Context: an optimization exercise on an open-source flow, tuned for small area. The choices shown serve that exercise and are no tape-out recipe.
The RTL was checked by simulation tests, not by an equivalence proof against the original design.
Power and IR drop assume default switching activity.

### flow/config.mk
export PLATFORM = sky130hd
export DESIGN_NAME = rx_receiver
export DESIGN_NICKNAME = rx_receiver
export VERILOG_FILES = /design/flow/design.v
export SDC_FILE = /design/flow/constraint.sdc
export NUM_CORES = 4
export LEC_CHECK = 0
export CAP_MARGIN = 20
export CORE_MARGIN = 2
export CORE_UTILIZATION = 40
export SLEW_MARGIN = 20
### flow/constraint.sdc
create_clock -name core_clock -period 11.0 [get_ports {cpu_clk}]
set_input_delay 2.2000 -clock core_clock [delete_from_list [all_inputs] [get_ports {cpu_clk}]]
set_output_delay 2.2000 -clock core_clock [all_outputs]
set_load 0.01 [all_outputs]
### flow/design.v
package rx_pkg;
	localparam int ADC_BITS = 14;
	localparam int SAMP_BITS = 16;
	localparam int FREQ_BITS = 32;
	localparam int LUT_BITS = 4;
	localparam int LUT_W = 12;
	localparam int MIX_SHIFT = 11;
	localparam int NSAMPS_BITS = 7;
	localparam logic [1:0] OP_SET_CHAN   = 2'd0;
	localparam logic [1:0] OP_SET_FREQ   = 2'd1;
	localparam logic [1:0] OP_SET_NSAMPS = 2'd2;
	localparam logic [2**LUT_BITS*LUT_W-1:0] COS_LUT = {
		12'd1891,  12'd1447,  12'd783,   12'd0,
		-12'd783,  -12'd1447, -12'd1891, -12'd2047,
		-12'd1891, -12'd1447, -12'd783,  12'd0,
		12'd783,   12'd1447,  12'd1891,  12'd2047
	};
endpackage
`timescale 1ns/1ps
module rx_cmd_regs #(
	parameter int RX_CHANS = 4
) (
	input  logic                               cpu_clk,
	input  logic                               rst_i,
	input  logic                               cmd_wr_i,
	input  logic [1:0]                         cmd_op_i,
	input  logic [rx_pkg::FREQ_BITS-1:0]       cmd_data_i,
	input  logic                               swap_i,
	input  logic                               srq_ack_i,
	output logic [RX_CHANS-1:0]                freq_wr_o,
	output logic [rx_pkg::FREQ_BITS-1:0]       freq_word_o,
	output logic [rx_pkg::NSAMPS_BITS-1:0]     nsamps_o,
	output logic                               srq_o
);
	localparam int CHAN_W = (RX_CHANS > 1) ? $clog2(RX_CHANS) : 1;
	logic [CHAN_W-1:0]   chan_sel;
	logic                set_chan;
	logic                set_freq;
	logic                set_nsamps;
	logic [RX_CHANS-1:0] chan_onehot;
	assign set_chan   = cmd_wr_i && (cmd_op_i == rx_pkg::OP_SET_CHAN);
	assign set_freq   = cmd_wr_i && (cmd_op_i == rx_pkg::OP_SET_FREQ);
	assign set_nsamps = cmd_wr_i && (cmd_op_i == rx_pkg::OP_SET_NSAMPS);
	assign chan_onehot = RX_CHANS'(1) << chan_sel;
	assign freq_wr_o = set_freq ? chan_onehot : '0;
	assign freq_word_o = cmd_data_i;
	always_ff @(posedge cpu_clk)
	begin
		if (rst_i)
		begin
			chan_sel <= '0;
			nsamps_o <= '0;
		end
		else
		begin
			if (set_chan)
			begin
				chan_sel <= cmd_data_i[CHAN_W-1:0];
			end
			if (set_nsamps)
			begin
				nsamps_o <= cmd_data_i[rx_pkg::NSAMPS_BITS-1:0];
			end
		end
	end
	always_ff @(posedge cpu_clk)
	begin
		if (rst_i)
		begin
			srq_o <= 1'b0;
		end
		else if (swap_i)
		begin
			srq_o <= 1'b1;
		end
		else if (srq_ack_i)
		begin
			srq_o <= 1'b0;
		end
	end
endmodule
`timescale 1ns/1ps
module rx_ddc_chan #(
	parameter int DECIM = 16
) (
	input  logic                                cpu_clk,
	input  logic                                rst_i,
	input  logic signed [rx_pkg::ADC_BITS-1:0]  adc_data_i,
	input  logic                                freq_wr_i,
	input  logic [rx_pkg::FREQ_BITS-1:0]        freq_word_i,
	input  logic                                rd_q_i,
	output logic                                avail_o,
	output logic [rx_pkg::SAMP_BITS-1:0]        dout_o
);
	localparam int PROD_W = rx_pkg::ADC_BITS + rx_pkg::LUT_W;
	localparam int ACC_W  = PROD_W + $clog2(DECIM);
	localparam int CNT_W  = $clog2(DECIM);
	localparam logic [rx_pkg::LUT_BITS-1:0] QTR = rx_pkg::LUT_BITS'(2**(rx_pkg::LUT_BITS-2));
	logic [rx_pkg::FREQ_BITS-1:0] phase;
	logic [rx_pkg::FREQ_BITS-1:0] tune;
	logic [rx_pkg::LUT_BITS-1:0]  idx_i;
	logic [rx_pkg::LUT_BITS-1:0]  idx_q;
	logic signed [rx_pkg::LUT_W-1:0] cos_i;
	logic signed [rx_pkg::LUT_W-1:0] cos_q;
	logic signed [PROD_W-1:0]     prod_i;
	logic signed [PROD_W-1:0]     prod_q;
	logic signed [ACC_W-1:0]      acc_i;
	logic signed [ACC_W-1:0]      acc_q;
	logic signed [ACC_W-1:0]      sum_i;
	logic signed [ACC_W-1:0]      sum_q;
	logic [CNT_W-1:0]             cnt;
	logic                         dump;
	logic [rx_pkg::SAMP_BITS-1:0] i_word;
	logic [rx_pkg::SAMP_BITS-1:0] q_word;
	assign idx_i = phase[rx_pkg::FREQ_BITS-1 -: rx_pkg::LUT_BITS];
	assign idx_q = idx_i + QTR;
	assign cos_i = rx_pkg::COS_LUT[idx_i*rx_pkg::LUT_W +: rx_pkg::LUT_W];
	assign cos_q = rx_pkg::COS_LUT[idx_q*rx_pkg::LUT_W +: rx_pkg::LUT_W];
	assign prod_i = (adc_data_i * cos_i) >>> rx_pkg::MIX_SHIFT;
	assign prod_q = (adc_data_i * cos_q) >>> rx_pkg::MIX_SHIFT;
	assign sum_i = acc_i + prod_i;
	assign sum_q = acc_q + prod_q;
	always_ff @(posedge cpu_clk)
	begin
		if (rst_i || freq_wr_i)
		begin
			phase <= '0;
			acc_i <= '0;
			acc_q <= '0;
			cnt   <= '0;
			dump  <= 1'b0;
		end
		else
		begin
			phase <= phase + tune;
			dump  <= (cnt == CNT_W'(DECIM - 1));
			if (cnt == CNT_W'(DECIM - 1))
			begin
				cnt   <= '0;
				acc_i <= '0;
				acc_q <= '0;
			end
			else
			begin
				cnt   <= cnt + 1'b1;
				acc_i <= sum_i;
				acc_q <= sum_q;
			end
		end
	end
	always_ff @(posedge cpu_clk)
	begin
		if (rst_i)
		begin
			tune <= '0;
		end
		else if (freq_wr_i)
		begin
			tune <= freq_word_i;
		end
	end
	always_ff @(posedge cpu_clk)
	begin
		if (cnt == CNT_W'(DECIM - 1))
		begin
			i_word <= sum_i[rx_pkg::SAMP_BITS-1:0];
			q_word <= sum_q[rx_pkg::SAMP_BITS-1:0];
		end
	end
	always_ff @(posedge cpu_clk)
	begin
		if (rst_i)
		begin
			avail_o <= 1'b0;
		end
		else
		begin
			avail_o <= dump;
		end
	end
	assign dout_o = rd_q_i ? q_word : i_word;
endmodule
`timescale 1ns/1ps
module rx_collector #(
	parameter int RX_CHANS = 4
) (
	input  logic                                     cpu_clk,
	input  logic                                     rst_i,
	input  logic                                     avail_i,
	input  logic [RX_CHANS*rx_pkg::SAMP_BITS-1:0]    chan_dout_i,
	input  logic [rx_pkg::NSAMPS_BITS-1:0]           nsamps_i,
	output logic                                     rd_q_o,
	output logic                                     buf_wr_o,
	output logic [rx_pkg::SAMP_BITS-1:0]             buf_wdata_o,
	output logic                                     swap_o
);
	localparam int CHAN_W = (RX_CHANS > 1) ? $clog2(RX_CHANS) : 1;
	localparam logic [CHAN_W-1:0] LAST_CHAN = CHAN_W'(RX_CHANS - 1);
	logic                           busy;
	logic [CHAN_W-1:0]              chan;
	logic                           q_phase;
	logic                           last_word;
	logic [rx_pkg::NSAMPS_BITS-1:0] set_cnt;
	assign last_word = q_phase && (chan == LAST_CHAN);
	assign rd_q_o      = q_phase;
	assign buf_wr_o    = busy;
	assign buf_wdata_o = chan_dout_i[chan*rx_pkg::SAMP_BITS +: rx_pkg::SAMP_BITS];
	always_ff @(posedge cpu_clk)
	begin
		if (rst_i)
		begin
			busy    <= 1'b0;
			chan    <= '0;
			q_phase <= 1'b0;
			set_cnt <= '0;
			swap_o  <= 1'b0;
		end
		else
		begin
			swap_o <= 1'b0;
			if (busy)
			begin
				q_phase <= ~q_phase;
				if (q_phase)
				begin
					chan <= chan + 1'b1;
				end
				if (last_word)
				begin
					busy <= 1'b0;
					chan <= '0;
					if (set_cnt == nsamps_i)
					begin
						swap_o  <= 1'b1;
						set_cnt <= '0;
					end
					else
					begin
						set_cnt <= set_cnt + 1'b1;
					end
				end
			end
			else if (avail_i)
			begin
				busy    <= 1'b1;
				chan    <= '0;
				q_phase <= 1'b0;
			end
		end
	end
endmodule
`timescale 1ns/1ps
module rx_sample_buf #(
	parameter int BUF_AW = 7
) (
	input  logic                          cpu_clk,
	input  logic                          rst_i,
	input  logic                          wr_i,
	input  logic [rx_pkg::SAMP_BITS-1:0]  wdata_i,
	input  logic                          swap_i,
	input  logic                          rd_i,
	output logic [rx_pkg::SAMP_BITS-1:0]  rdata_o
);
	logic [rx_pkg::SAMP_BITS-1:0] mem [0:2**(BUF_AW+1)-1];
	logic              bank;
	logic              rd_bank_nxt;
	logic [BUF_AW-1:0] waddr;
	logic [BUF_AW-1:0] raddr;
	logic [BUF_AW-1:0] raddr_nxt;
	assign raddr_nxt   = swap_i ? '0 : raddr + {{(BUF_AW-1){1'b0}}, rd_i};
	assign rd_bank_nxt = swap_i ? bank : ~bank;
	always_ff @(posedge cpu_clk)
	begin
		if (rst_i)
		begin
			bank  <= 1'b0;
			waddr <= '0;
			raddr <= '0;
		end
		else
		begin
			raddr <= raddr_nxt;
			if (swap_i)
			begin
				bank  <= ~bank;
				waddr <= '0;
			end
			else if (wr_i)
			begin
				waddr <= waddr + 1'b1;
			end
		end
	end
	always_ff @(posedge cpu_clk)
	begin
		if (wr_i)
		begin
			mem[{bank, waddr}] <= wdata_i;
		end
		rdata_o <= mem[{rd_bank_nxt, raddr_nxt}];
	end
endmodule
`timescale 1ns/1ps
module rx_receiver #(
	parameter int RX_CHANS = 4,
	parameter int DECIM    = 16,
	parameter int BUF_AW   = 7
) (
	input  logic                                cpu_clk,
	input  logic                                rst_i,
	input  logic signed [rx_pkg::ADC_BITS-1:0]  adc_data_i,
	input  logic                                cmd_wr_i,
	input  logic [1:0]                          cmd_op_i,
	input  logic [rx_pkg::FREQ_BITS-1:0]        cmd_data_i,
	input  logic                                rd_samp_i,
	input  logic                                srq_ack_i,
	output logic [rx_pkg::SAMP_BITS-1:0]        samp_o,
	output logic                                srq_o
);
	logic [RX_CHANS-1:0]                  freq_wr;
	logic [rx_pkg::FREQ_BITS-1:0]         freq_word;
	logic [rx_pkg::NSAMPS_BITS-1:0]       nsamps;
	logic [RX_CHANS-1:0]                  chan_avail;
	logic [RX_CHANS*rx_pkg::SAMP_BITS-1:0] chan_dout;
	logic                                 rd_q;
	logic                                 buf_wr;
	logic [rx_pkg::SAMP_BITS-1:0]         buf_wdata;
	logic                                 swap;
	rx_cmd_regs #(
		.RX_CHANS (RX_CHANS)
	) cmd_regs_i (
		.cpu_clk     (cpu_clk),
		.rst_i       (rst_i),
		.cmd_wr_i    (cmd_wr_i),
		.cmd_op_i    (cmd_op_i),
		.cmd_data_i  (cmd_data_i),
		.swap_i      (swap),
		.srq_ack_i   (srq_ack_i),
		.freq_wr_o   (freq_wr),
		.freq_word_o (freq_word),
		.nsamps_o    (nsamps),
		.srq_o       (srq_o)
	);
	for (genvar g = 0; g < RX_CHANS; g++)
	begin : g_chan
		rx_ddc_chan #(
			.DECIM (DECIM)
		) ddc_i (
			.cpu_clk     (cpu_clk),
			.rst_i       (rst_i),
			.adc_data_i  (adc_data_i),
			.freq_wr_i   (freq_wr[g]),
			.freq_word_i (freq_word),
			.rd_q_i      (rd_q),
			.avail_o     (chan_avail[g]),
			.dout_o      (chan_dout[g*rx_pkg::SAMP_BITS +: rx_pkg::SAMP_BITS])
		);
	end
	rx_collector #(
		.RX_CHANS (RX_CHANS)
	) collector_i (
		.cpu_clk     (cpu_clk),
		.rst_i       (rst_i),
		.avail_i     (chan_avail[0]),
		.chan_dout_i (chan_dout),
		.nsamps_i    (nsamps),
		.rd_q_o      (rd_q),
		.buf_wr_o    (buf_wr),
		.buf_wdata_o (buf_wdata),
		.swap_o      (swap)
	);
	rx_sample_buf #(
		.BUF_AW (BUF_AW)
	) sample_buf_i (
		.cpu_clk (cpu_clk),
		.rst_i   (rst_i),
		.wr_i    (buf_wr),
		.wdata_i (buf_wdata),
		.swap_i  (swap),
		.rd_i    (rd_samp_i),
		.rdata_o (samp_o)
	);
endmodule
### flow/run.sh
#!/bin/bash
# synth_recipe.tcl (not shown) runs the flow's synth.tcl, then flattens the netlist and writes it again
# the make line also repeats each setting of config.mk as NAME=value (left out here)
make -C /OpenROAD-flow-scripts/flow DESIGN_CONFIG=/design/flow/config.mk WORK_HOME=/design/flow/orfs CLKGATE_MAP_FILE= SYNTH_SCRIPT=/design/flow/synth_recipe.tcl finish
==> summary.md, run 1 <==
| Metric | Value |
|---|---|
| Status | timing/DRC/antenna clean |
| Core ar. | a little under 600000 sq um |
| GPL Wtd Cong | 0.871 |
| Clk buf depth | 4 |
| Clock-pin slew on the worst setup and hold paths | 60 ps |
| Pwr/cell area | roughly 280 nW/um^2 |
| Cells after Synth | 19500 |
| P&R area growth vs syn | 11.5% |
| Tcrit/Tclk final | 0.862 |
| Root buf cell | clkbuf_16 |
| Number of buffers and inverters on the critical path | 4 |
| FF+latch count, synth | 4679 |
| Hold Fails Final Rpt | 0 |
| Nature of the critical path startpoint | flip-flop |
| Synthesized cell area | 237000 sq um |
| Total GRT Usage | 0.230 |
| DIE AREA | between 500000 and 600000 sq um |
| Vias/cell | between 5 and 6 |
| Pin count of the biggest net entering global routing | 209 |
| Multi-input gate area | approximately 90000 sq um |
| Via count | between 150k and 200k |
| Worst endpoint required time | 11940 ps |
| Initial antenna violation count | 34 |
| Clk sink count | 4679 |
| TritonCTS clock tree | done |
| Distinct cells, synth | just under 100 |
| RSZ-0062 raised after global routing | no |
| Grt total ovfl | 0 |
| Skew final | 123 ps |
| Top delay family on crit path | adder cells |
| Worst Tran Pin Value | 1220 ps |
| Synth Area per Inst | ~12 sq um |
| Detailed Route WL | 704 mm |
| Worst Hold Class | reg2reg |
| Minimum clock period | 9480 ps |
| Fmax | 105 MHz |
| Clk Latency, worst-skew pair | 1090 ps |
| 1st-pass router iterations | 6 |
| CP Capture Type | flip-flop |
| FILL cells | 53400 |
| Max rail drop VDD | about 1100 uV |
| Top FF cell, synth | edfxtp_1 |
| Register area | 136000 sq um |
| Most used cell, CP | fa_1 |
| Htree depth | 5 |
| Layout cells sized above 1 | 0.0847 |
| IO Pins | 70 |
| DR DRC count | 0 |
| Most common cell after layout, fill and taps aside | edfxtp_1 |
| Vias in the first global route | 154000 |
| Initial DRC count | 16000 |
| Syn. warnings | 4 |
| Hold Buf Count CTS | 0 |
| Synthesized Nets | 21500 |
| Sequential area share after synthesis | 0.573 |
| Drt wl/cell | 25.3 um |
| Cell row count | 282 |
| TNS Setup | 0 ps |
| Initial core utilization | 0.402 |
| Slowest cell delay on critical path | approximately 810 ps |
| Post-CTS Resized | 0 |
| Setup Buffers After CTS | 0 |
| Max_cap viols | 0 |
| Crit path max-delay cell type | mux2i_1 |
| Critical path fanouts, max | 9 |
| Die Height | 774 um |
| Fin. max-slew vios | 0 |
| Layout net count | 21600 |
| Max_slew headroom | 0.185 |
| Cts bufs inserted | 465 |
| Leakage Power | 99.3 nW |
| Port Buffer Count | 69 |
| Final Power | ~74 mW |
| Crit path arrival time | 10420 ps |
| Post-detailed-placement half-perimeter wirelength | 449 mm |
| WS Path Type | reg2reg |
| First-pass GRT wire length | slightly above 1000 mm |
| Commonest non-fill, non-tap cells in the layout | 4224 x edfxtp_1, 3639 x nand2_1, 1597 x inv_1, 1260 x fa_1, 1139 x nand3_1 |
| Post-synth EDFFs | roughly 4200 |
| Ys async rst share | 0 |
| Final antenna-violating net count | 0 |
| Final setup violation count | 0 |
| Die width | 774 um |
==> final cells by class <==
cell class,count,share of cell area
diodes,24,0.000227
inverters,1599,0.0227
flip-flops and latches,4679,0.514
clock inverters,285,0.00978
well taps,7810,0.0370
repair buffers,750,0.0257
multi-input cells,12100,0.344
clock buffers,576,0.0466
==> where the power goes <==
| group | switching (mW) | internal (mW) |
|---|---|---|
| combinational | 21.8 | 15.6 |
| sequential | 0.0671 | 21.1 |
| clock | 6.90 | 8.84 |
| total | 28.8 | 45.6 |
==> flip-flops by register name (all words and copies together) (netlist names), 7 cells and up <==
name,cells
sample_buf_i.mem,4096
g_chan.ddc_i.phase,128
g_chan.ddc_i.tune,128
g_chan.ddc_i.acc_i,64
g_chan.ddc_i.acc_q,64
g_chan.ddc_i.i_word,64
g_chan.ddc_i.q_word,64
g_chan.ddc_i.cnt,16
sample_buf_i.rdata_o,16
cmd_regs_i.nsamps_o,7
collector_i.set_cnt,7
sample_buf_i.raddr,7
sample_buf_i.waddr,7
==> kinds of logic (layout without fill, tap and decap cells) <==
kind of cell | Yosys count | count (layout) | synth area share
flip-flops | 4679 | 4679 | 0.573
other | 0 | 24 | 0
adder cells (fa/ha/maj) | 1962 | 1962 | 0.143
buffers and inverters | 2781 | 3210 | 0.0466
XOR/XNOR | 401 | 401 | 0.0150
AND/OR/NAND/NOR | 6767 | 6767 | 0.125
AO/OA/AOI/OAI | 2690 | 2690 | 0.0798
multiplexers | 254 | 254 | 0.0162
==> metal layers <==
layer | up-vias | track usage | share of wire
met5 | - | 0 | 0.00014
li1 | 69200 | - | -
met1 | 79400 | 0.312 | 0.40
met4 | 16 | 0.0910 | 0.045
met3 | 1178 | 0.0355 | 0.083
met2 | 6516 | 0.371 | 0.47
==> worst paths after layout <==
kind | endpoint | cells past startpoint | start | slack, ps
worst max-delay path | g_chan[1].ddc_i.acc_i[15] | 31 | g_chan[1].ddc_i.phase[29] | 1520
worst min-delay path | g_chan[1].ddc_i.cnt[0] | 1 | g_chan[1].ddc_i.cnt[0] | 450
worst max register to register | g_chan[1].ddc_i.acc_i[15] | 31 | g_chan[1].ddc_i.phase[29] | 1520
worst min register to register | g_chan[1].ddc_i.cnt[0] | 1 | g_chan[1].ddc_i.cnt[0] | 450
==> cells in the mapped netlist (all sizes together) (31+ instances only) <==
cell type / n / area share
o221ai: 342 / 0.013
clkbuf: 612 / 0.0097
a211oi: 119 / 0.0038
or2: 57 / 0.0015
ha: 702 / 0.037
xor2: 126 / 0.0047
nand4: 36 / 0.00095
mux2i: 128 / 0.0054
nand2: 3653 / 0.058
a31oi: 254 / 0.0067
o211ai: 89 / 0.0028
o22ai: 128 / 0.0034
nand2b: 77 / 0.0020
xnor2: 273 / 0.010
nor4: 32 / 0.00084
edfxtp: 4224 / 0.54
a21oi: 564 / 0.012
dfxtp: 455 / 0.038
inv: 1598 / 0.025
a21o: 108 / 0.0034
o21bai: 43 / 0.0014
nand3: 1141 / 0.024
mux4: 102 / 0.0097
fa: 1260 / 0.11
buf: 570 / 0.012
a311oi: 340 / 0.013
a221oi: 31 / 0.0012
o32ai: 83 / 0.0031
nor2b: 51 / 0.0013
and2: 480 / 0.013
and3: 228 / 0.0060
nor3: 202 / 0.0043
o21ai: 309 / 0.0065
o21a: 64 / 0.0020
nor2: 743 / 0.012
==> through the flow <==
step	area (sq um)	util	cells	setup WS (ps)	hold WS (ps)
2_1_floorplan	237000	-	19500	1520	414
3_3_place_gp	249000	0.422	26900	747	430
3_5_place_dp	249000	0.423	26900	691	439
4_1_cts	264000	0.448	27800	1470	448
5_1_grt	264000	0.448	27800	1040	455
6_report	264000	0.448	27800	1520	447
==> run 2: changes to the inputs <==
--- a/flow/design.v
+++ b/flow/design.v
@@ -83,3 +83,4 @@
 module rx_ddc_chan #(
-	parameter int DECIM = 16
+	parameter int DECIM = 16,
+	parameter bit HAS_AVAIL = 1'b1
 ) (
@@ -87,3 +88,4 @@
 	input  logic                                rst_i,
-	input  logic signed [rx_pkg::ADC_BITS-1:0]  adc_data_i,
+	input  logic [4*rx_pkg::SAMP_BITS-1:0]      mag_prod_i,
+	input  logic                                exact_i,
 	input  logic                                freq_wr_i,
@@ -94,30 +96,44 @@
 );
-	localparam int PROD_W = rx_pkg::ADC_BITS + rx_pkg::LUT_W;
-	localparam int ACC_W  = PROD_W + $clog2(DECIM);
-	localparam int CNT_W  = $clog2(DECIM);
-	localparam logic [rx_pkg::LUT_BITS-1:0] QTR = rx_pkg::LUT_BITS'(2**(rx_pkg::LUT_BITS-2));
+	localparam int SW    = rx_pkg::SAMP_BITS;
+	localparam int CNT_W = $clog2(DECIM);
 	logic [rx_pkg::FREQ_BITS-1:0] phase;
 	logic [rx_pkg::FREQ_BITS-1:0] tune;
-	logic [rx_pkg::LUT_BITS-1:0]  idx_i;
-	logic [rx_pkg::LUT_BITS-1:0]  idx_q;
-	logic signed [rx_pkg::LUT_W-1:0] cos_i;
-	logic signed [rx_pkg::LUT_W-1:0] cos_q;
-	logic signed [PROD_W-1:0]     prod_i;
-	logic signed [PROD_W-1:0]     prod_q;
-	logic signed [ACC_W-1:0]      acc_i;
-	logic signed [ACC_W-1:0]      acc_q;
-	logic signed [ACC_W-1:0]      sum_i;
-	logic signed [ACC_W-1:0]      sum_q;
+	logic [3:0]                   idx_i;
+	logic [3:0]                   idx_q;
+	logic [SW-1:0]                term_i;
+	logic [SW-1:0]                term_q;
+	logic                         cin_i;
+	logic                         cin_q;
+	logic [SW-1:0]                acc_i;
+	logic [SW-1:0]                acc_q;
+	logic [SW-1:0]                sum_i;
+	logic [SW-1:0]                sum_q;
 	logic [CNT_W-1:0]             cnt;
+	logic                         last;
 	logic                         dump;
-	logic [rx_pkg::SAMP_BITS-1:0] i_word;
-	logic [rx_pkg::SAMP_BITS-1:0] q_word;
-	assign idx_i = phase[rx_pkg::FREQ_BITS-1 -: rx_pkg::LUT_BITS];
-	assign idx_q = idx_i + QTR;
-	assign cos_i = rx_pkg::COS_LUT[idx_i*rx_pkg::LUT_W +: rx_pkg::LUT_W];
-	assign cos_q = rx_pkg::COS_LUT[idx_q*rx_pkg::LUT_W +: rx_pkg::LUT_W];
-	assign prod_i = (adc_data_i * cos_i) >>> rx_pkg::MIX_SHIFT;
-	assign prod_q = (adc_data_i * cos_q) >>> rx_pkg::MIX_SHIFT;
-	assign sum_i = acc_i + prod_i;
-	assign sum_q = acc_q + prod_q;
+	logic [SW-1:0]                i_word;
+	logic [SW-1:0]                q_word;
+	function automatic logic [SW:0] pick(input logic [3:0] k, input logic [4*SW-1:0] mp, input logic ex);
+		logic [SW-1:0] m;
+		logic          neg;
+		case (k[2:0])
+			3'd0: m = mp[0*SW +: SW];
+			3'd1: m = mp[1*SW +: SW];
+			3'd2: m = mp[2*SW +: SW];
+			3'd3: m = mp[3*SW +: SW];
+			3'd4: m = '0;
+			3'd5: m = mp[3*SW +: SW];
+			3'd6: m = mp[2*SW +: SW];
+			default: m = mp[1*SW +: SW];
+		endcase
+		neg = (k >= 4'd5) && (k <= 4'd11);
+		pick = {neg && ex, neg ? ~m : m};
+	endfunction
+	assign idx_i = phase[rx_pkg::FREQ_BITS-1 -: 4];
+	assign idx_q = idx_i + 4'd4;
+	assign {cin_i, term_i} = pick(idx_i, mag_prod_i, exact_i);
+	assign {cin_q, term_q} = pick(idx_q, mag_prod_i, exact_i);
+	assign sum_i = acc_i + term_i + SW'(cin_i);
+	assign sum_q = acc_q + term_q + SW'(cin_q);
+	assign last  = (cnt == CNT_W'(DECIM - 1));
 	always_ff @(posedge cpu_clk)
@@ -130,3 +146,2 @@
 			cnt   <= '0;
-			dump  <= 1'b0;
 		end
@@ -135,15 +150,5 @@
 			phase <= phase + tune;
-			dump  <= (cnt == CNT_W'(DECIM - 1));
-			if (cnt == CNT_W'(DECIM - 1))
-			begin
-				cnt   <= '0;
-				acc_i <= '0;
-				acc_q <= '0;
-			end
-			else
-			begin
-				cnt   <= cnt + 1'b1;
-				acc_i <= sum_i;
-				acc_q <= sum_q;
-			end
+			cnt   <= cnt + 1'b1;
+			acc_i <= last ? '0 : sum_i;
+			acc_q <= last ? '0 : sum_q;
 		end
@@ -163,19 +168,38 @@
 	begin
-		if (cnt == CNT_W'(DECIM - 1))
+		if (last)
 		begin
-			i_word <= sum_i[rx_pkg::SAMP_BITS-1:0];
-			q_word <= sum_q[rx_pkg::SAMP_BITS-1:0];
+			i_word <= sum_i;
+			q_word <= sum_q;
 		end
 	end
-	always_ff @(posedge cpu_clk)
-	begin
-		if (rst_i)
+	if (HAS_AVAIL)
+	begin : g_avail
+		always_ff @(posedge cpu_clk)
 		begin
-			avail_o <= 1'b0;
+			if (rst_i || freq_wr_i)
+			begin
+				dump <= 1'b0;
+			end
+			else
+			begin
+				dump <= last;
+			end
 		end
-		else
+		always_ff @(posedge cpu_clk)
 		begin
-			avail_o <= dump;
+			if (rst_i)
+			begin
+				avail_o <= 1'b0;
+			end
+			else
+			begin
+				avail_o <= dump;
+			end
 		end
 	end
+	else
+	begin : g_no_avail
+		assign dump    = 1'b0;
+		assign avail_o = 1'b0;
+	end
 	assign dout_o = rd_q_i ? q_word : i_word;
@@ -263,3 +287,10 @@
 );
-	logic [rx_pkg::SAMP_BITS-1:0] mem [0:2**(BUF_AW+1)-1];
+	localparam int SW    = rx_pkg::SAMP_BITS;
+	localparam int AW    = BUF_AW + 1;
+	localparam int WORDS = 2**AW;
+	localparam int LO_W  = AW / 2;
+	localparam int HI_W  = AW - LO_W;
+	localparam int NLO   = 2**LO_W;
+	localparam int NHI   = 2**HI_W;
+	logic [WORDS-1:0][SW-1:0] mem;
 	logic              bank;
@@ -269,4 +300,14 @@
 	logic [BUF_AW-1:0] raddr_nxt;
+	logic [AW-1:0]     ra;
+	logic [AW-1:0]     wa;
+	logic [NLO-1:0]    rlo;
+	logic [NHI-1:0]    rhi;
+	logic [NLO-1:0]    wlo;
+	logic [NHI-1:0]    whi;
+	logic [NHI-1:0][SW-1:0] grp;
+	logic [SW-1:0]     rword;
 	assign raddr_nxt   = swap_i ? '0 : raddr + {{(BUF_AW-1){1'b0}}, rd_i};
 	assign rd_bank_nxt = swap_i ? bank : ~bank;
+	assign ra          = {rd_bank_nxt, raddr_nxt};
+	assign wa          = {bank, waddr};
 	always_ff @(posedge cpu_clk)
@@ -293,9 +334,44 @@
 	end
-	always_ff @(posedge cpu_clk)
+	always_comb
+	begin
+		for (int i = 0; i < NLO; i++)
+		begin
+			rlo[i] = (ra[LO_W-1:0] == LO_W'(i));
+			wlo[i] = (wa[LO_W-1:0] == LO_W'(i)) && wr_i;
+		end
+		for (int j = 0; j < NHI; j++)
+		begin
+			rhi[j] = (ra[AW-1:LO_W] == HI_W'(j));
+			whi[j] = (wa[AW-1:LO_W] == HI_W'(j));
+		end
+	end
+	for (genvar w = 0; w < WORDS; w++)
+	begin : g_word
+		always_ff @(posedge cpu_clk)
+		begin
+			if (wlo[w % NLO] && whi[w / NLO])
+			begin
+				mem[w] <= wdata_i;
+			end
+		end
+	end
+	always_comb
 	begin
-		if (wr_i)
+		for (int j = 0; j < NHI; j++)
+		begin
+			grp[j] = '0;
+			for (int i = 0; i < NLO; i++)
+			begin
+				grp[j] = grp[j] | (mem[j*NLO + i] & {SW{rlo[i]}});
+			end
+		end
+		rword = '0;
+		for (int j = 0; j < NHI; j++)
 		begin
-			mem[{bank, waddr}] <= wdata_i;
+			rword = rword | (grp[j] & {SW{rhi[j]}});
 		end
-		rdata_o <= mem[{rd_bank_nxt, raddr_nxt}];
+	end
+	always_ff @(posedge cpu_clk)
+	begin
+		rdata_o <= rword;
 	end
@@ -328,2 +404,20 @@
 	logic                                 swap;
+	localparam int PW = rx_pkg::ADC_BITS + rx_pkg::LUT_W + 1;
+	logic signed [PW-1:0]                 adc_w;
+	logic signed [PW-1:0]                 m2047;
+	logic signed [PW-1:0]                 m1891;
+	logic signed [PW-1:0]                 m1447;
+	logic signed [PW-1:0]                 m783;
+	logic [4*rx_pkg::SAMP_BITS-1:0]       mag_prod;
+	logic                                 exact;
+	assign adc_w = PW'(adc_data_i);
+	assign m2047 = (adc_w <<< 11) - adc_w;
+	assign m1891 = (adc_w <<< 11) - (adc_w <<< 7) - (adc_w <<< 5) + (adc_w <<< 2) - adc_w;
+	assign m1447 = (adc_w <<< 10) + (adc_w <<< 9) - (adc_w <<< 6) - (adc_w <<< 5) + (adc_w <<< 3) - adc_w;
+	assign m783  = (adc_w <<< 10) - (adc_w <<< 8) + (adc_w <<< 4) - adc_w;
+	assign mag_prod = {m783[rx_pkg::MIX_SHIFT +: rx_pkg::SAMP_BITS],
+	                   m1447[rx_pkg::MIX_SHIFT +: rx_pkg::SAMP_BITS],
+	                   m1891[rx_pkg::MIX_SHIFT +: rx_pkg::SAMP_BITS],
+	                   m2047[rx_pkg::MIX_SHIFT +: rx_pkg::SAMP_BITS]};
+	assign exact = (adc_data_i[rx_pkg::MIX_SHIFT-1:0] == '0);
 	rx_cmd_regs #(
@@ -346,3 +440,4 @@
 		rx_ddc_chan #(
-			.DECIM (DECIM)
+			.DECIM     (DECIM),
+			.HAS_AVAIL (g == 0)
 		) ddc_i (
@@ -350,3 +445,4 @@
 			.rst_i       (rst_i),
-			.adc_data_i  (adc_data_i),
+			.mag_prod_i  (mag_prod),
+			.exact_i     (exact),
 			.freq_wr_i   (freq_wr[g]),
==> summary.md, run 2 <==
| Metric | Value |
|---|---|
| Setup ws final | 1540 ps |
| Largest reg by FF count | sample_buf_i.mem |
| RSZ-0062 raised after global routing | no |
| Initial core utilization | 0.401 |
| Die width | slightly below 700 um |
| Crit path arrival time | 10200 ps |
| Initial antenna violation count | 52 |
| Nature of the critical path startpoint | input port |
| 1st-pass router iterations | 13 |
| Tcrit/Tclk final | 0.860 |
| Max_cap viols | 0 |
| Max rail drop VDD | 271 uV |
| Pin count of the biggest net entering global routing | 116 |
| Clk buf depth | 4 |
| RR Endpoint | sample_buf_i.rdata_o[0] |
| Pwr/cell area | 190 nW/um^2 |
| Leakage Power | 72.3 nW |
| Layout net count | 13900 |
| Htree depth | 5 |
| Post-synth EDFFs | 4224 |
| Setup Buffers After CTS | 0 |
| Largest area contributor in the netlist | edfxtp_1 |
| Most common cell after layout, fill and taps aside | edfxtp_1 |
| Layout cells sized above 1 | 0.128 |
| Cell row count | 253 |
| Worst Tran Pin Value | 1340 ps |
| Most common library cells after synthesis | 4224 x edfxtp_1, 922 x a22oi_1, 889 x nand2_1 |
| Drt wl/cell | 33.5 um |
| Hold Buf Count CTS | 0 |
| Reg-to-reg slack, setup | 4250 ps |
| Flip-flop count of the largest register after layout | about 4100 |
| Ys async rst share | 0 |
| Cts bufs inserted | 453 |
| Post-detailed-placement half-perimeter wirelength | just over 400 mm |
| Top post-synthesis cells by area | edfxtp_1 67%, dfxtp_1 4.8%, a22oi_1 3.6% |
| Skew final | 181 ps |
| CP Capture Type | flip-flop |
| Port Buffer Count | 69 |
| WS Path Type | in2reg |
| Largest regs | sample_buf_i.mem x4096, g_chan.ddc_i.phase x128, g_chan.ddc_i.tune x128 |
| Vias in the first global route | 118000 |
| GPL Wtd Cong | 0.940 |
| Worst Hold Class | reg2reg |
| Most frequent cell after synthesis | edfxtp_1 |
| DR DRC count | 0 |
| Status | timing/DRC/antenna clean |
| Total GRT Usage | 0.270 |
| Distinct cells, synth | 95 |
| Worst hold slack | 442 ps |
| Critical path fanouts, max | 9 |
| P&R area growth vs syn | 14.4% |
| Grt total ovfl | 0 |
| Clk Latency, worst-skew pair | 1120 ps |
| Final setup violation count | 0 |
| Sequential area share after synthesis | 0.715 |
| Cells after Synth | 12900 |
| DIE AREA | around 480000 sq um |
| Synthesized Nets | 13400 |
| First-pass GRT wire length | around 920 mm |
| Crit path to | g_chan[3].ddc_i.q_word[15] |
| Commonest non-fill, non-tap cells in the layout | 4224 x edfxtp_1, 922 x a22oi_1, 866 x nand2_1, 609 x buf_4, 520 x nor2_1 |
| Fmax | 106 MHz |
| Fin. max-slew vios | 0 |
| Hold wc startpoint | g_chan[0].ddc_i.dump |
| Final antenna-violating net count | 0 |
| Die Height | 693 um |
| Synth Area per Inst | 14.8 sq um |
| Setup Slack @ Placement | approximately 540 ps |
| TNS Setup | 0 ps |
| IO Pins | 70 |
| Synthesized cell area | 190000 sq um |
| Clk sink count | approximately 4700 |
| Cells on worst reg2reg path | 12 |
| Clock-pin slew on the worst setup and hold paths | 60 ps |
| Syn. warnings | 5 |
| Initial DRC count | between 20000 and 25000 |
| Vias/cell | 6.29 |
| Worst endpoint required time | 11740 ps |
| TritonCTS clock tree | done |
| Root buf cell | clkbuf_16 |
| Minimum clock period | 9460 ps |
| Max_slew headroom | 0.103 |
| FF+latch count, synth | 4679 |
| Post-CTS Resized | 0 |
| R2R Path Start | sample_buf_i.raddr[1] |
| Top FF cell, synth | edfxtp_1 |
| Core ar. | roughly 470000 sq um |
| Detailed Route WL | about 670 mm |
| Start point of the critical path | adc_data_i[10] |
| Final Power | between 40 and 50 mW |
| Via count | 126000 |
| Yosys top cell area share | 0.667 |
| Hold Fails Final Rpt | 0 |
-- run 2: cell count changes in the layout (fill, tap and decap cells not counted), moves of 387 or more --
cell | before | now
a222oi_1 | 1 | 389
fa_1 | 1260 | 126
nand3_1 | 1139 | 296
nand2_1 | 3639 | 866
a22oi_1 | 16 | 922
and2_1 | 478 | 91
inv_1 | 1597 | 260
-- run 2: logic make-up (layout without fill, tap and decap cells) --
logic type      count (synthesis)  after routing  synth area share
compound gates               3376           3376             0.130
xor+xnor                      403            403            0.0188
fa+ha+maj                     523            523            0.0394
buf+inv                       990           1847            0.0207
flops                        4679           4679             0.715
mux                           133            133           0.00933
other cells                     0             59                 0
simple gates                 2747           2747            0.0663
-- run 2: worst max-delay path, stage by stage --
cell             delay (ps)
clkdlybuf4s50_1         840
inv_1                   510
fa_1                    640
fa_1                    430
ha_1                    310
nand3_1                 110
a211o_1                 260
o221a_2                 300
o21ai_0                 380
a41oi_1                 220
xnor2_1                 340
o21ai_0                 130
a32oi_1                 390
xor2_1                  130
ha_1                    240
or3_1                   370
a221oi_1                360
nor3_1                  130
a2111oi_1               650
o21bai_1                120
a21oi_1                 250
o21ai_0                 180
a31o_2                  270
xor3_1                  390
inv_1                    40
-- run 2: final cells by class --
cell class,count,area [sq um]
Fill cell,41200,256000
Inverter,261,980
Tap cell,6247,7820
Clock buffer,572,11900
Antenna cell,59,148
Multi-Input combinational cell,7182,51600
Sequential cell,4679,136000
Clock inverter,276,2620
Timing Repair Buffer,738,6450
-- run 2: layer usage --
metal | GRT usage | wire (um) | up-vias
met4 | 0.125 | 36100 | 28
met1 | 0.364 | 251000 | 63900
met3 | 0.0635 | 84500 | 1475
met2 | 0.414 | 299000 | 8581
met5 | 0 | 184 | -
li1 | - | - | 51900
-- run 2: per-stage QoR --
stage                     std cells   util  instance area, sq um
after global routing          20000  0.459                217000
after global placement        19100  0.428                203000
final                         20000  0.459                218000
after detailed placement      19100  0.428                203000
after CTS                     20000  0.458                217000
after floorplan               12900      -                190000
-- run 2: power breakdown --
part,internal [mW],switching [mW]
Sequential,19.4,0.0772
Combinational,2.16,4.07
Clock,8.56,6.93
Total,30.1,11.1
-- run 2: worst min-delay path by stage --
| stage | to | slack (ps) | cells after the start |
|---|---|---|---|
| 6_report | g_chan[0].ddc_i.avail_o | 440 | 1 |
| 3_3_place_gp | g_chan[0].ddc_i.cnt[0] | 430 | 1 |
| 5_1_grt | g_chan[0].ddc_i.avail_o | 460 | 1 |
| 2_1_floorplan | g_chan[0].ddc_i.avail_o | 410 | 1 |
| 3_5_place_dp | g_chan[3].ddc_i.cnt[0] | 440 | 1 |
| 4_1_cts | g_chan[3].ddc_i.cnt[0] | 450 | 1 |
==> run 3: changes to the inputs <==
--- a/flow/design.v
+++ b/flow/design.v
@@ -17,2 +17,16 @@
 	};
+	function automatic logic [FREQ_BITS:0] ripple_add(input logic [FREQ_BITS-1:0] a,
+	                                                  input logic [FREQ_BITS-1:0] b,
+	                                                  input logic                 cin);
+		logic                 c;
+		logic [FREQ_BITS:0]   r;
+		c = cin;
+		for (int i = 0; i < FREQ_BITS; i++)
+		begin
+			r[i] = a[i] ^ b[i] ^ c;
+			c    = (a[i] & b[i]) | (c & (a[i] ^ b[i]));
+		end
+		r[FREQ_BITS] = c;
+		ripple_add = r;
+	endfunction
 endpackage
@@ -100,2 +114,6 @@
 	logic [rx_pkg::FREQ_BITS-1:0] tune;
+	logic [rx_pkg::FREQ_BITS-1:0] phase_nxt;
+	logic [rx_pkg::FREQ_BITS:0]   add_i;
+	logic [rx_pkg::FREQ_BITS:0]   add_q;
+	logic [rx_pkg::FREQ_BITS:0]   add_p;
 	logic [3:0]                   idx_i;
@@ -135,4 +153,8 @@
 	assign {cin_q, term_q} = pick(idx_q, mag_prod_i, exact_i);
-	assign sum_i = acc_i + term_i + SW'(cin_i);
-	assign sum_q = acc_q + term_q + SW'(cin_q);
+	assign add_i     = rx_pkg::ripple_add({16'd0, acc_i}, {16'd0, term_i}, cin_i);
+	assign add_q     = rx_pkg::ripple_add({16'd0, acc_q}, {16'd0, term_q}, cin_q);
+	assign add_p     = rx_pkg::ripple_add(phase, tune, 1'b0);
+	assign sum_i     = add_i[SW-1:0];
+	assign sum_q     = add_q[SW-1:0];
+	assign phase_nxt = add_p[rx_pkg::FREQ_BITS-1:0];
 	assign last  = (cnt == CNT_W'(DECIM - 1));
@@ -149,3 +171,3 @@
 		begin
-			phase <= phase + tune;
+			phase <= phase_nxt;
 			cnt   <= cnt + 1'b1;
@@ -349,25 +371,50 @@
 	begin : g_word
+		logic          we;
+		logic [SW-1:0] d;
+		assign we = wlo[w % NLO] && whi[w / NLO];
+		logic          keep;
+		assign keep = ~we;
+		for (genvar b = 0; b < SW; b++)
+		begin : g_bit
+			rx_hold1 hold_i (
+				.q_i    (mem[w][b]),
+				.w_i    (wdata_i[b]),
+				.load_i (we),
+				.keep_i (keep),
+				.d_o    (d[b])
+			);
+		end
 		always_ff @(posedge cpu_clk)
 		begin
-			if (wlo[w % NLO] && whi[w / NLO])
-			begin
-				mem[w] <= wdata_i;
-			end
+			mem[w] <= d;
 		end
 	end
-	always_comb
-	begin
-		for (int j = 0; j < NHI; j++)
-		begin
-			grp[j] = '0;
-			for (int i = 0; i < NLO; i++)
-			begin
-				grp[j] = grp[j] | (mem[j*NLO + i] & {SW{rlo[i]}});
-			end
-		end
-		rword = '0;
-		for (int j = 0; j < NHI; j++)
-		begin
-			rword = rword | (grp[j] & {SW{rhi[j]}});
-		end
+	for (genvar j = 0; j < NHI; j++)
+	begin : g_grp
+		for (genvar b = 0; b < SW; b++)
+		begin : g_bit
+			logic [NLO-1:0] col;
+			for (genvar i = 0; i < NLO; i++)
+			begin : g_col
+				assign col[i] = mem[j*NLO + i][b];
+			end
+			rx_sel16 sel_i (
+				.d_i   (col),
+				.s_i   (rlo),
+				.y_o   (grp[j][b])
+			);
+		end
+	end
+	for (genvar b = 0; b < SW; b++)
+	begin : g_out
+		logic [NHI-1:0] col;
+		for (genvar j = 0; j < NHI; j++)
+		begin : g_col
+			assign col[j] = grp[j][b];
+		end
+		rx_sel16 sel_i (
+			.d_i   (col),
+			.s_i   (rhi),
+			.y_o   (rword[b])
+		);
 	end
@@ -378,2 +425,35 @@
 endmodule
+module rx_sel16 (
+	input  logic [15:0] d_i,
+	input  logic [15:0] s_i,
+	output logic        y_o
+);
+	logic [5:0] n;
+	for (genvar k = 0; k < 5; k++)
+	begin : g_aoi
+		rx_aoi222 aoi_i (
+			.a_i (d_i[3*k +: 3]),
+			.s_i (s_i[3*k +: 3]),
+			.y_o (n[k])
+		);
+	end
+	assign n[5] = ~(d_i[15] & s_i[15]);
+	assign y_o  = ~(n[0] & n[1] & n[2]) | ~(n[3] & n[4] & n[5]);
+endmodule
+module rx_aoi222 (
+	input  logic [2:0] a_i,
+	input  logic [2:0] s_i,
+	output logic       y_o
+);
+	assign y_o = ~((a_i[0] & s_i[0]) | (a_i[1] & s_i[1]) | (a_i[2] & s_i[2]));
+endmodule
+module rx_hold1 (
+	input  logic q_i,
+	input  logic w_i,
+	input  logic load_i,
+	input  logic keep_i,
+	output logic d_o
+);
+	assign d_o = (q_i & keep_i) | (w_i & load_i);
+endmodule
 `timescale 1ns/1ps
@@ -410,2 +490,11 @@
 	logic signed [PW-1:0]                 m783;
+	logic signed [PW-1:0]                 m3;
+	logic signed [PW-1:0]                 m15;
+	logic signed [PW-1:0]                 m75;
+	logic signed [PW-1:0]                 m39;
+	function automatic logic [PW-1:0] radd(input logic [PW-1:0] a, input logic [PW-1:0] b, input logic cin);
+		logic [rx_pkg::FREQ_BITS:0] r;
+		r = rx_pkg::ripple_add(rx_pkg::FREQ_BITS'(a), rx_pkg::FREQ_BITS'(b), cin);
+		radd = r[PW-1:0];
+	endfunction
 	logic [4*rx_pkg::SAMP_BITS-1:0]       mag_prod;
@@ -413,6 +502,10 @@
 	assign adc_w = PW'(adc_data_i);
-	assign m2047 = (adc_w <<< 11) - adc_w;
-	assign m1891 = (adc_w <<< 11) - (adc_w <<< 7) - (adc_w <<< 5) + (adc_w <<< 2) - adc_w;
-	assign m1447 = (adc_w <<< 10) + (adc_w <<< 9) - (adc_w <<< 6) - (adc_w <<< 5) + (adc_w <<< 3) - adc_w;
-	assign m783  = (adc_w <<< 10) - (adc_w <<< 8) + (adc_w <<< 4) - adc_w;
+	assign m3    = radd(adc_w <<< 1, adc_w, 1'b0);
+	assign m15   = radd(adc_w <<< 4, ~adc_w, 1'b1);
+	assign m2047 = radd(adc_w <<< 11, ~adc_w, 1'b1);
+	assign m783  = radd(m3 <<< 8, m15, 1'b0);
+	assign m75   = radd(m15 <<< 2, m15, 1'b0);
+	assign m1447 = radd(m2047, ~(m75 <<< 3), 1'b1);
+	assign m39   = radd(m3 <<< 3, m15, 1'b0);
+	assign m1891 = radd(m2047, ~(m39 <<< 2), 1'b1);
 	assign mag_prod = {m783[rx_pkg::MIX_SHIFT +: rx_pkg::SAMP_BITS],
--- a/flow/config.mk
+++ b/flow/config.mk
@@ -10,2 +10,7 @@
 export CORE_UTILIZATION = 40
+export CTS_BUF_LIST = sky130_fd_sc_hd__clkbuf_16
+export CTS_CLUSTER_DIAMETER = 50
+export CTS_CLUSTER_SIZE = 20
 export SLEW_MARGIN = 20
+export SYNTH_HIERARCHICAL = 1
+export SYNTH_MINIMUM_KEEP_SIZE = 0
==> summary.md, run 3 <==
| Metric | Value |
|---|---|
| DP Cell Count | a little over 20000 |
| Fin. max-slew vios | 0 |
| Die Height | 663 um |
| Layout net count | 15500 |
| Worst hold slack | 442 ps |
| FILL cells | between 30000 and 40000 |
| Initial antenna violation count | 21 |
| WS Path Type | in2reg |
| Leakage Power | ~76 nW |
| Synthesized Nets | ~15000 |
| Commonest non-fill, non-tap cells in the layout | 4535 x dfxtp_1, 4111 x a22o_1, 1408 x a222oi_1, 665 x nand2_1, 552 x inv_1 |
| Total GRT Usage | 0.264 |
| RSZ-0062 raised after global routing | yes |
| Final Core Density | 0.465 |
| Largest regs | sample_buf_i.mem x4096, g_chan.ddc_i.phase x128, g_chan.ddc_i.tune x128 |
| Grt total ovfl | 0 |
| Detailed Route WL | 617 mm |
| Via count | around 140k |
| 1st-pass router iterations | 11 |
| Cell row count | 242 |
| Vias/cell | 6.55 |
| Skew final | 98.9 ps |
| Crit path arrival time | between 10000 and 15000 ps |
| Htree depth | 5 |
| Clock-pin slew on the worst setup and hold paths | 70 ps |
| Hold Fails Final Rpt | 0 |
| Tcrit/Tclk final | 1.15 |
| Max_slew headroom | 0.141 |
| Die width | 663 um |
| Max_cap viols | 0 |
| Clk buf depth | 4 |
| First-pass GRT wire length | about 900 mm |
| IO Pins | 70 |
| P&R area growth vs syn | 16.0% |
| Drt wl/cell | 29.1 um |
| Core ar. | 434000 sq um |
| Flip-flop count of the largest register after layout | 4096 |
| Vias in the first global route | about 130k |
| Nature of the critical path startpoint | input port |
| Post-detailed-placement half-perimeter wirelength | 366 mm |
| Fail Reasons | negative setup slack |
| GPL Wtd Cong | 0.873 |
| Reg-to-reg slack, setup | -630 ps |
| Worst endpoint required time | 11750 ps |
| DIE AREA | 440000 sq um |
| Max rail drop VDD | ~160 uV |
| Most used cell, CP | fa_2 |
| Largest reg by FF count | sample_buf_i.mem |
| Root buf cell | clkbuf_16 |
| Clk Latency, worst-skew pair | 1040 ps |
| Final antenna-violating net count | 0 |
| Final instance area | 202000 sq um |
| DR DRC count | 0 |
| Non-filler cells, final | 21200 |
| Fmax | ~79 MHz |
| Clk sink count | around 4700 |
| Status | finished with violations |
| Pin count of the biggest net entering global routing | 158 |
| Minimum clock period | 12690 ps |
| Most common cell after layout, fill and taps aside | dfxtp_1 |
| Cts bufs inserted | 426 |
| Synth Area per Inst | about 12 sq um |
| Layout cells sized above 1 | 0.125 |
| Cell Area, Placed | 186000 sq um |
| Initial core utilization | 0.401 |
| Syn. warnings | 12 |
| Worst Tran Pin Value | 1290 ps |
| Slowest cell delay on critical path | between 500 and 600 ps |
| Initial DRC count | 21600 |
| Synthesized cell area | about 170000 sq um |
| Crit path max-delay cell type | fa_1 |
| Setup ws final | -1690 ps |
| Port Buffer Count | 69 |
| Worst Hold Class | reg2reg |
| Critical path fanouts, max | 2 |
| Cells after Synth | ~14000 |
| CP Capture Type | flip-flop |
| TritonCTS clock tree | done |
| TNS Setup | -72090 ps |
| Pwr/cell area | 188 nW/um^2 |
| Hold Buf Count CTS | 0 |
| Final setup violation count | 89 |
==> run 3: area by class of cell <==
type	count	area, sq um	area share
Antenna cell	17	42.5	0.000211
Clock buffer	442	11100	0.0548
Clock inverter	359	4050	0.0201
Inverter	585	2230	0.0111
Multi-Input combinational cell	8779	76800	0.381
Sequential cell	4679	95000	0.471
Tap cell	5734	7170	0.0356
Timing Repair Buffer	598	5340	0.0265
Timing Repair inverter	1	7.51	0.0000372
==> run 3: final timing paths <==
path,cells after the start,from,to
setup / recovery,39,adc_data_i[1],g_chan[0].ddc_i.i_word[15]
hold / removal,1,g_chan[0].ddc_i.dump,g_chan[0].ddc_i.avail_o
setup reg to reg,34,g_chan[2].ddc_i.phase[0],g_chan[2].ddc_i.phase[31]
hold reg to reg,1,g_chan[0].ddc_i.dump,g_chan[0].ddc_i.avail_o
==> run 3: critical path, delay by kind of cell <==
kind / cells / cell delay (ps)
XOR/XNOR: 2 / 340
AO/OA/AOI/OAI: 6 / 1050
adder cells (fa/ha/maj): 25 / 9320
AND/OR/NAND/NOR: 2 / 300
buffers and inverters: 4 / 220
==> run 3: timing repair <==
action | CTS | global route
pin swaps | 51 | 40
resized for setup | 79 | 102
endpoints found under the setup margin | 121 | 112
setup buffers | 8 | 15
hold endpoints to repair | 0 | 0
gates cloned | 1 | 3
==> run 3: power by group <==
| group | internal [mW] | switching [mW] | total [mW] |
|---|---|---|---|
| Clock | 8.56 | 7.44 | 16.0 |
| Combinational | 1.97 | 2.61 | 4.58 |
| Sequential | 17.3 | 0.0710 | 17.3 |
==> run 3: metal layers <==
metal,part of all wire,track usage,up-vias
met4,0.044,0.109,26
met2,0.44,0.398,7241
li1,-,-,60400
met3,0.091,0.0463,1148
met5,0.00033,0,-
met1,0.42,0.373,70100
==> run 3: metrics by stage <==
| step | power (mW) | setup WS [ps] |
|---|---|---|
| 3_5_place_dp | 21.9 | -3530 |
| 5_1_grt | 39.2 | -2060 |
| 6_report | 37.9 | -1690 |
| 4_1_cts | 37.8 | -2090 |
| 3_3_place_gp | 21.8 | -3410 |
| 2_1_floorplan | 20.1 | -2330 |
==> run 4: changes to the inputs <==
--- a/flow/config.mk
+++ b/flow/config.mk
@@ -10,5 +10,2 @@
 export CORE_UTILIZATION = 40
-export CTS_BUF_LIST = sky130_fd_sc_hd__clkbuf_16
-export CTS_CLUSTER_DIAMETER = 50
-export CTS_CLUSTER_SIZE = 20
 export SLEW_MARGIN = 20
==> summary.md, run 4 <==
| Metric | Value |
|---|---|
| Status | finished with violations |
| Fail Reasons | negative setup slack |
| Layout cells sized above 1 | 0.125 |
| Most used cell, CP | fa_2 |
| Cts bufs inserted | 472 |
| RR Endpoint | g_chan[2].ddc_i.phase[31] |
| Setup ws final | -1690 ps |
| 1st-pass router iterations | 14 |
| Drt wl/cell | approximately 29 um |
| Final Core Density | 0.467 |
| Vias/cell | 6.53 |
| Fmax | 78.8 MHz |
| Flip-flop count of the largest register after layout | 4096 |
| Hold Buf Count CTS | 0 |
| Critical path fanouts, max | 2 |
| Initial DRC count | 21500 |
| Largest regs | sample_buf_i.mem x4096, g_chan.ddc_i.phase x128, g_chan.ddc_i.tune x128 |
| Most common cell after layout, fill and taps aside | dfxtp_1 |
| Fin. max-slew vios | 0 |
| Reg-to-reg slack, setup | -620 ps |
| Clk Latency, worst-skew pair | 1050 ps |
| WS Path Type | in2reg |
| Max rail drop VDD | 152 uV |
| TNS Setup | -72780 ps |
| Hold Crit Endpoint | g_chan[0].ddc_i.avail_o |
| Htree depth | 5 |
| Clock-pin slew on the worst setup and hold paths | 60 ps |
| Post-detailed-placement half-perimeter wirelength | about 370 mm |
| Cell Area, Placed | around 190000 sq um |
| Layout net count | 15600 |
| Slowest cell delay on critical path | 570 ps |
| Root buf cell | clkbuf_16 |
| Leakage Power | 76.4 nW |
| RSZ-0062 raised after global routing | yes |
| Largest reg by FF count | sample_buf_i.mem |
| Final instance area | between 200000 and 250000 sq um |
| Pwr/cell area | 190 nW/um^2 |
| Detailed Route WL | approximately 620 mm |
| Synth Area per Inst | around 12 sq um |
| TritonCTS clock tree | done |
| Synthesized Nets | 14800 |
| DP Cell Count | 20300 |
| Non-filler cells, final | 21300 |
| Tcrit/Tclk final | 1.15 |
| Worst Tran Pin Value | 1280 ps |
| Hold Fails Final Rpt | 0 |
| Die Height | 663 um |
| Synthesized cell area | 174000 sq um |
| GPL Wtd Cong | 0.873 |
| Worst hold slack | ~440 ps |
| Worst Hold Depth | 1 |
| Top delay family on crit path | adder cells |
| Worst Hold Class | reg2reg |
| Cell row count | 242 |
| Pin count of the biggest net entering global routing | around 160 |
| Hold wc startpoint | g_chan[0].ddc_i.dump |
| Crit path arrival time | 13430 ps |
| Max_slew headroom | 0.147 |
| Total GRT Usage | 0.265 |
| Initial core utilization | 0.401 |
| Cells after Synth | 14300 |
| Core ar. | ~430000 sq um |
| Max_cap viols | 0 |
| Syn. warnings | 12 |
| First-pass GRT wire length | around 900 mm |
| Grt total ovfl | 0 |
| Initial antenna violation count | 23 |
| Final antenna-violating net count | 0 |
| Die width | 663 um |
| DR DRC count | 0 |
| Vias in the first global route | 131000 |
| Port Buffer Count | 69 |
| R2R Path Start | g_chan[2].ddc_i.phase[0] |
| Clk buf depth | 4 |
| DIE AREA | 440000 sq um |
| P&R area growth vs syn | 16.5% |
| Clk sink count | 4679 |
| Worst endpoint required time | 11750 ps |
| IO Pins | 70 |
| Number of buffers and inverters on the critical path | 4 |
| Final setup violation count | 90 |
| Commonest non-fill, non-tap cells in the layout | 4532 x dfxtp_1, 4111 x a22o_1, 1408 x a222oi_1, 665 x nand2_1, 523 x inv_1 |
| Crit path max-delay cell type | fa_1 |
| Skew final | 120 ps |
| CP Capture Type | flip-flop |
| Minimum clock period | 12690 ps |
| Via count | around 140k |
| Nature of the critical path startpoint | input port |
| Cells on worst reg2reg path | 34 |
==> run 4: layout make-up <==
class / count / area (sq um)
Antenna cell: 19 / 47.5
Fill cell: 39300 / 231000
Clock buffer: 708 / 14200
Tap cell: 5734 / 7170
Clock inverter: 150 / 1790
Timing Repair inverter: 1 / 7.51
Sequential cell: 4679 / 95000
Multi-Input combinational cell: 8779 / 76800
Timing Repair Buffer: 595 / 5290
Inverter: 585 / 2230
==> run 4: power by group <==
part	internal, mW	leakage (nW)	total [mW]	switching [mW]
Clock	9.60	7.93	16.6	6.99
Combinational	1.94	30.6	4.55	2.61
Sequential	17.3	37.8	17.3	0.0710
Total	28.8	76.4	38.5	9.66
==> run 4: per-stage QoR <==
step	total power [mW]	worst slack (ps)
finish	38.5	-1690
global route	39.7	-2060
CTS	38.4	-2090
detailed placement	21.9	-3530
global placement	21.8	-3410
floorplan	20.1	-2330
==> run 4: routing by layer <==
layer	part of all wire	track usage
met4	0.044	0.115
met1	0.42	0.373
met3	0.093	0.0482
met5	0.00013	0
met2	0.44	0.396
==> run 4: how the worst max path moves through the flow <==
stage | startpoint | slack, ps | cells after the start | endpoint
after floorplan | adc_data_i[0] | -2330 | 37 | g_chan[0].ddc_i.i_word[15]
after global placement | adc_data_i[0] | -3410 | 40 | g_chan[0].ddc_i.i_word[15]
after detailed placement | adc_data_i[0] | -3530 | 42 | g_chan[0].ddc_i.i_word[15]
after CTS | adc_data_i[1] | -2090 | 42 | g_chan[0].ddc_i.i_word[15]
after global routing | adc_data_i[1] | -2060 | 39 | g_chan[0].ddc_i.i_word[15]
final | adc_data_i[1] | -1690 | 39 | g_chan[0].ddc_i.i_word[15]
==> run 4: worst register-to-register path, delay by kind of cell (launching register included) <==
family / cells / cell delay (ps)
flip-flops: 1 / 330
adder cells (fa/ha/maj): 31 / 10820
AND/OR/NAND/NOR: 1 / 50
XOR/XNOR: 2 / 350
==> run 4: what timing repair did <==
item                                    CTS  global route
cloned                                    1             2
gates resized for setup                  75           102
endpoints found under the setup margin  122           112
buffers inserted                          8            13
pin swaps                                48            44

afterwards: timing with drivers on the ports:
The flow's constraints put no driver on any port. The routed layouts listed below were extracted and timed again, unchanged, in two steps. Step 1: set_driving_cell puts a clkbuf_16 on cpu_clk and a buf_2 on each other input, an assumption about the parent block. Step 2 adds t to the input delays and takes it off the output delays; t is the mean of the earliest and latest rising clock arrival at the registers after step 1. Input paths then give back, and output paths get back, about the clock's delay inside the block. a / b / c = ideal ports / drivers / drivers and shift; a / b = the first two.
run	t, ns	setup slack, ns	latest minus earliest clock arrival (ns)	slew at the worst register clock pin (ns)	pins driven straight from the clock port
run 1	1.155	1.519 / 1.519 / 0.581	0.126 / 0.127	0.07 / 0.07	1
run 2	1.140	1.539 / 1.630 / 0.489	0.182 / 0.183	0.07 / 0.07	1
run 3	1.107	-1.690 / -1.634 / -2.741	0.115 / 0.115	0.09 / 0.09	1
run 4	1.109	-1.686 / -1.637 / -2.745	0.141 / 0.141	0.07 / 0.07	1
The setup slack of run 4, which loses most, moves by +0.049 ns with the drivers and by -1.059 ns with both steps.
